From an optimization exercise on the open Yosys and OpenROAD flow, aimed at small area, a short achievable clock period and few clock cycles; shortcuts taken in it are not production practice.
At most, simulation tests tie the RTL to the original design; equivalence was not proved.
No activity file was given, so power comes from the tool's default toggle rates.

==> flow/design.v <==
module icache_ctrl #(
  parameter int unsigned LINES       = 16,
  parameter int unsigned MEM_LATENCY = 1
) (
  input  logic         clk,
  input  logic         reset,
  input  logic         pc_valid,
  input  logic [31:0]  pc,
  input  logic         flush,
  output logic [31:0]  inst,
  output logic         inst_valid,
  output logic         stall,
  output logic [31:0]  mem_address,
  input  logic [127:0] mem_dataline,
  output logic [31:0]  hit_count,
  output logic [31:0]  miss_count
);
  localparam int unsigned IDX   = $clog2(LINES);
  localparam int unsigned TAG_W = 28 - IDX;
  logic [27:0]        buf_line_q;     
  logic               buf_ok_q;       
  logic               cont_q;         
  logic               first_q;        
  logic               idx_eq_q;       
  logic               tag_miss_q;     
  logic [IDX:0]       carry;          
  logic [6:0]         line_ne;
  logic               buf_hit;
  logic               hit_en;
  logic               stall_en;
  logic               stall_hit;
  logic               served;
  logic               idx_eq;
  logic               next_lo;
  logic               lo_en;
  logic               idx_ne;
  logic               req;
  logic               start;
  logic [31:0]        hit_count_q;
  logic [31:0]        miss_count_q;
  logic               miss_add_q;
  logic [32:0]        hit_carry;
  logic [32:0]        miss_carry;
  logic [31:0]        miss_sum;
  logic [LINES-1:0]   valid_q;
  logic [TAG_W-1:0]   tag_q [LINES];
  logic [IDX-1:0]     buf_idx;
  logic [TAG_W-1:0]   buf_tag;
  logic [TAG_W-1:0]   slot_tag;
  logic               slot_valid;
  logic [LINES-1:0]   idx_oh;         
  logic               buf_present;
  logic               pc_present;
  logic               new_miss;
  logic               fill;
  logic               fill_q;         
  logic               fill_same_q;    
  logic [IDX-1:0]     fill_idx;       
  assign req     = pc_valid && !flush && !reset;
  assign start   = req && !cont_q;
  for (genvar g = 0; g < 7; g++) begin : g_line_ne
    icache_ctrl_ne4 u_ne (.a(pc[4+4*g +: 4]), .b(buf_line_q[4*g +: 4]), .ne(line_ne[g]));
  end
  assign hit_en  = buf_ok_q && pc_valid && !flush && !reset;
  assign stall_en = buf_ok_q && !flush;
  icache_ctrl_match u_match_iv (.ne(line_ne), .en(hit_en),   .match(inst_valid));
  icache_ctrl_match u_match_st (.ne(line_ne), .en(stall_en), .match(stall_hit));
  icache_ctrl_match u_match    (.ne(line_ne), .en(buf_ok_q), .match(buf_hit));
  assign stall      = pc_valid && !reset && !stall_hit;
  assign served     = req && buf_hit;         
  icache_ctrl_prefix #(IDX) u_carry (.a(buf_line_q[IDX-1:0]), .p(carry));
  icache_ctrl_ne4 u_idx_ne (.a(pc[3+IDX:4]), .b(buf_line_q[IDX-1:0]), .ne(idx_ne));
  assign idx_eq  = !idx_ne;
  assign lo_en   = buf_ok_q && pc[3] && pc[2] && !carry[IDX];
  icache_ctrl_nor2 u_next_lo (.a(idx_ne), .b(!lo_en), .y(next_lo));
  always_comb begin
    mem_address[3:0] = 4'b0000;
    for (int i = 0; i < IDX; i++)
      mem_address[4+i] = pc[4+i] ^ (next_lo && carry[i]);
    mem_address[31:4+IDX] = pc[31:4+IDX];
  end
  assign buf_idx     = buf_line_q[IDX-1:0];
  assign buf_tag     = buf_line_q[27:IDX];
  for (genvar j = 0; j < LINES; j++) begin : g_idx_oh
    assign idx_oh[j] = (buf_idx == IDX'(j));
  end
  for (genvar b = 0; b < TAG_W; b++) begin : g_slot
    logic [LINES-1:0] col;
    for (genvar j = 0; j < LINES; j++) begin : g_col
      assign col[j] = tag_q[j][b];
    end
    icache_ctrl_sel16 u_sel (.sel(idx_oh), .d(col), .y(slot_tag[b]));
  end
  icache_ctrl_sel16 u_sel_valid (.sel(idx_oh), .d(valid_q), .y(slot_valid));
  assign buf_present = fill_same_q || (slot_valid && (slot_tag == buf_tag));
  assign pc_present  = fill_same_q ? !(|line_ne[6:1])
                                   : (slot_valid && (slot_tag == pc[31:4+IDX]));
  assign new_miss = (start && buf_hit && !buf_present) ||
                    (first_q && (idx_eq_q ? tag_miss_q : !buf_present));
  assign fill = served && !buf_present;
  assign fill_idx = fill_same_q ? buf_idx : buf_idx - IDX'(1);
  icache_ctrl_prefix #(32) u_hit_carry  (.a(hit_count_q),  .p(hit_carry));
  icache_ctrl_prefix #(32) u_miss_carry (.a(miss_count_q), .p(miss_carry));
  assign miss_sum = miss_count_q ^ ({32{miss_add_q && !miss_carry[32]}} & miss_carry[31:0]);
  assign hit_count  = hit_count_q;
  assign miss_count = miss_sum;
  always_comb begin
    case (pc[3:2])
      2'd0:    inst = mem_dataline[127:96];
      2'd1:    inst = mem_dataline[95:64];
      2'd2:    inst = mem_dataline[63:32];
      default: inst = mem_dataline[31:0];
    endcase
  end
  always_ff @(posedge clk or posedge reset) begin
    if (reset) begin
      buf_ok_q     <= 1'b0;
      cont_q       <= 1'b0;
      first_q      <= 1'b0;
      hit_count_q  <= 32'h0;
      miss_count_q <= 32'h0;
      miss_add_q   <= 1'b0;
      valid_q      <= '0;
      fill_q       <= 1'b0;
      fill_same_q  <= 1'b0;
    end else begin
      buf_ok_q <= !flush;
      cont_q   <= req && !buf_hit;
      first_q  <= start && !buf_hit;
      hit_count_q  <= hit_count_q ^ ({32{served && !hit_carry[32]}} & hit_carry[31:0]);
      miss_add_q   <= new_miss;
      miss_count_q <= miss_sum;
      fill_q <= fill;
      fill_same_q <= fill && !(pc[3] && pc[2] && !carry[IDX]);
      if (flush)
        valid_q <= '0;
      else if (fill_q)
        valid_q[fill_idx] <= 1'b1;
    end
  end
  always_ff @(posedge clk) begin
    buf_line_q <= mem_address[31:4];
    idx_eq_q   <= idx_eq;
    tag_miss_q <= !pc_present;
    if (fill_q)
      tag_q[fill_idx] <= buf_tag;
  end
endmodule
module icache_ctrl_prefix #(
  parameter int unsigned N = 28
) (
  input  logic [N-1:0] a,
  output logic [N:0]   p
);
  localparam int unsigned G = (N + 3) / 4;
  logic [G-1:0] grp;        
  logic [G:0]   below;      
  for (genvar k = 0; k < G; k++) begin : g_grp
    localparam int unsigned W = (4*k + 4 <= N) ? 4 : N - 4*k;
    icache_ctrl_and #(W) u_g (.a(a[4*k +: W]), .y(grp[k]));
  end
  for (genvar k = 0; k <= G; k++) begin : g_below
    if (k == 0) begin : g_none
      assign below[k] = 1'b1;
    end else if (k == 1) begin : g_one
      assign below[k] = grp[0];
    end else if (k <= 4) begin : g_low
      icache_ctrl_and #(k) u_b (.a(grp[k-1:0]), .y(below[k]));
    end else begin : g_high
      logic high;
      if (k == 5) begin : g_h1
        assign high = grp[4];
      end else begin : g_hn
        icache_ctrl_and #(k-4) u_h (.a(grp[k-1:4]), .y(high));
      end
      icache_ctrl_and #(2) u_b (.a({below[4], high}), .y(below[k]));
    end
  end
  for (genvar i = 0; i <= N; i++) begin : g_p
    if (i % 4 == 0) begin : g_whole
      assign p[i] = below[i/4];
    end else if (i < 4) begin : g_first
      icache_ctrl_and #(i) u_p (.a(a[i-1:0]), .y(p[i]));
    end else begin : g_part
      icache_ctrl_and #(i % 4 + 1) u_p (.a({below[i/4], a[i-1:i-i%4]}), .y(p[i]));
    end
  end
endmodule
module icache_ctrl_and #(
  parameter int unsigned N = 2
) (
  input  logic [N-1:0] a,
  output logic         y
);
  assign y = &a;
endmodule
module icache_ctrl_ne4 (
  input  logic [3:0] a,
  input  logic [3:0] b,
  output logic       ne
);
  assign ne = (a != b);
endmodule
module icache_ctrl_match (
  input  logic [6:0] ne,
  input  logic       en,
  output logic       match
);
  logic [3:0] none;
  icache_ctrl_nor2 u_n0 (.a(ne[0]), .b(ne[1]), .y(none[0]));
  icache_ctrl_nor2 u_n1 (.a(ne[2]), .b(ne[3]), .y(none[1]));
  icache_ctrl_nor2 u_n2 (.a(ne[4]), .b(ne[5]), .y(none[2]));
  icache_ctrl_nor2 u_n3 (.a(ne[6]), .b(!en),   .y(none[3]));
  icache_ctrl_and4 u_a  (.a(none), .y(match));
endmodule
module icache_ctrl_nor2 (
  input  logic a,
  input  logic b,
  output logic y
);
  assign y = !(a || b);
endmodule
module icache_ctrl_and4 (
  input  logic [3:0] a,
  output logic       y
);
  assign y = &a;
endmodule
module icache_ctrl_sel16 (
  input  logic [15:0] sel,
  input  logic [15:0] d,
  output logic        y
);
  assign y = |(sel & d);
endmodule
clock: 6.0 ns
lec_check: 0
cap_margin: 20
core_margin: 2
core_utilization: 40
setup_slack_margin: 2.3
slew_margin: 20
synth_hierarchical: 1
standard.sh (not shown) runs the stock make flow with config.mk's settings and CLKGATE_MAP_FILE= SYNTH_SCRIPT=/design/flow/synth_recipe.tcl, a recipe that flattens the netlist after the stock synthesis.
==> flow/flow/run.sh <==
#!/bin/bash
# Own layout flow: the standard synthesis unchanged, then the standard ORFS
# layout with sizing not tied to cell footprints, minimum-size port buffers,
# and a clock tree of smaller buffers without dummy loads.
set -euo pipefail
cd "$(dirname "$0")/.."
bash standard.sh synth > synth.log 2>&1
bash standard.sh \
  MATCH_CELL_FOOTPRINT=0 \
  "BUFFER_PORTS_ARGS=-buffer_cell sky130_fd_sc_hd__buf_1" \
  "CTS_ARGS=-sink_clustering_enable -repair_clock_nets -dont_use_dummy_load -buf_list sky130_fd_sc_hd__clkbuf_16 -sink_clustering_size 26 -sink_clustering_max_diameter 90" \
  finish > layout.log 2>&1
Then changed:
--- a/flow/design.v
+++ b/flow/design.v
@@ -45,13 +45,12 @@
   logic [LINES-1:0]   valid_q;
   logic [TAG_W-1:0]   tag_q [LINES];
   logic [IDX-1:0]     buf_idx;
   logic [TAG_W-1:0]   buf_tag;
   logic [TAG_W-1:0]   slot_tag;
   logic               slot_valid;
-  logic [LINES-1:0]   idx_oh;         
   logic               buf_present;
   logic               pc_present;
   logic               new_miss;
   logic               fill;
   logic               fill_q;         
   logic               fill_same_q;    
@@ -78,23 +77,14 @@
     for (int i = 0; i < IDX; i++)
       mem_address[4+i] = pc[4+i] ^ (next_lo && carry[i]);
     mem_address[31:4+IDX] = pc[31:4+IDX];
   end
   assign buf_idx     = buf_line_q[IDX-1:0];
   assign buf_tag     = buf_line_q[27:IDX];
-  for (genvar j = 0; j < LINES; j++) begin : g_idx_oh
-    assign idx_oh[j] = (buf_idx == IDX'(j));
-  end
-  for (genvar b = 0; b < TAG_W; b++) begin : g_slot
-    logic [LINES-1:0] col;
-    for (genvar j = 0; j < LINES; j++) begin : g_col
-      assign col[j] = tag_q[j][b];
-    end
-    icache_ctrl_sel16 u_sel (.sel(idx_oh), .d(col), .y(slot_tag[b]));
-  end
-  icache_ctrl_sel16 u_sel_valid (.sel(idx_oh), .d(valid_q), .y(slot_valid));
+  assign slot_tag    = tag_q[buf_idx];
+  assign slot_valid  = valid_q[buf_idx];
   assign buf_present = fill_same_q || (slot_valid && (slot_tag == buf_tag));
   assign pc_present  = fill_same_q ? !(|line_ne[6:1])
                                    : (slot_valid && (slot_tag == pc[31:4+IDX]));
   assign new_miss = (start && buf_hit && !buf_present) ||
                     (first_q && (idx_eq_q ? tag_miss_q : !buf_present));
   assign fill = served && !buf_present;
@@ -223,13 +213,6 @@
 module icache_ctrl_and4 (
   input  logic [3:0] a,
   output logic       y
 );
   assign y = &a;
 endmodule
-module icache_ctrl_sel16 (
-  input  logic [15:0] sel,
-  input  logic [15:0] d,
-  output logic        y
-);
-  assign y = |(sel & d);
-endmodule
What happened: The new run ran to the end with no violations; wire length falls by a few percent; global-route usage came out lower by 0.76 points; total power went up slightly; via count came out lower slightly; worst hold slack improved by 55 ps; worst setup slack improved by 68 ps; non-clock buffer count climbs by 28.
Testbench counts after the change, summed over its fixed seeds: cycles 37,210.
Only the layout flow was run in the first run of this note; the RTL was not checked for function there.

separate check: timing with driven ports:
The flow's constraints put no driver on any port. The routed layouts listed below were extracted and timed again, unchanged, in two steps.
Step 1: set_driving_cell puts a clkbuf_16 on clk and a buf_2 on each other input, an assumption about the parent block.
Step 2 adds t to the input delays and takes it off the output delays; t is the mean of the earliest and latest rising clock arrival at the registers after step 1. Input paths then give back, and output paths get back, about the clock's delay inside the block.
Three values: no drivers, after step 1, after step 2; two values: the first two.
run	shift t [ns]	setup WS [ns]	worst setup path at the end
the first run	0.625	2.278 / 2.257 / 2.257	input to output
the second run	0.623	2.346 / 2.260 / 2.260	input to output
After both steps setup and hold are still met in every run listed. The setup slack of the second run, which loses most, moves by -0.086 ns with the drivers and by -0.086 ns with both steps.
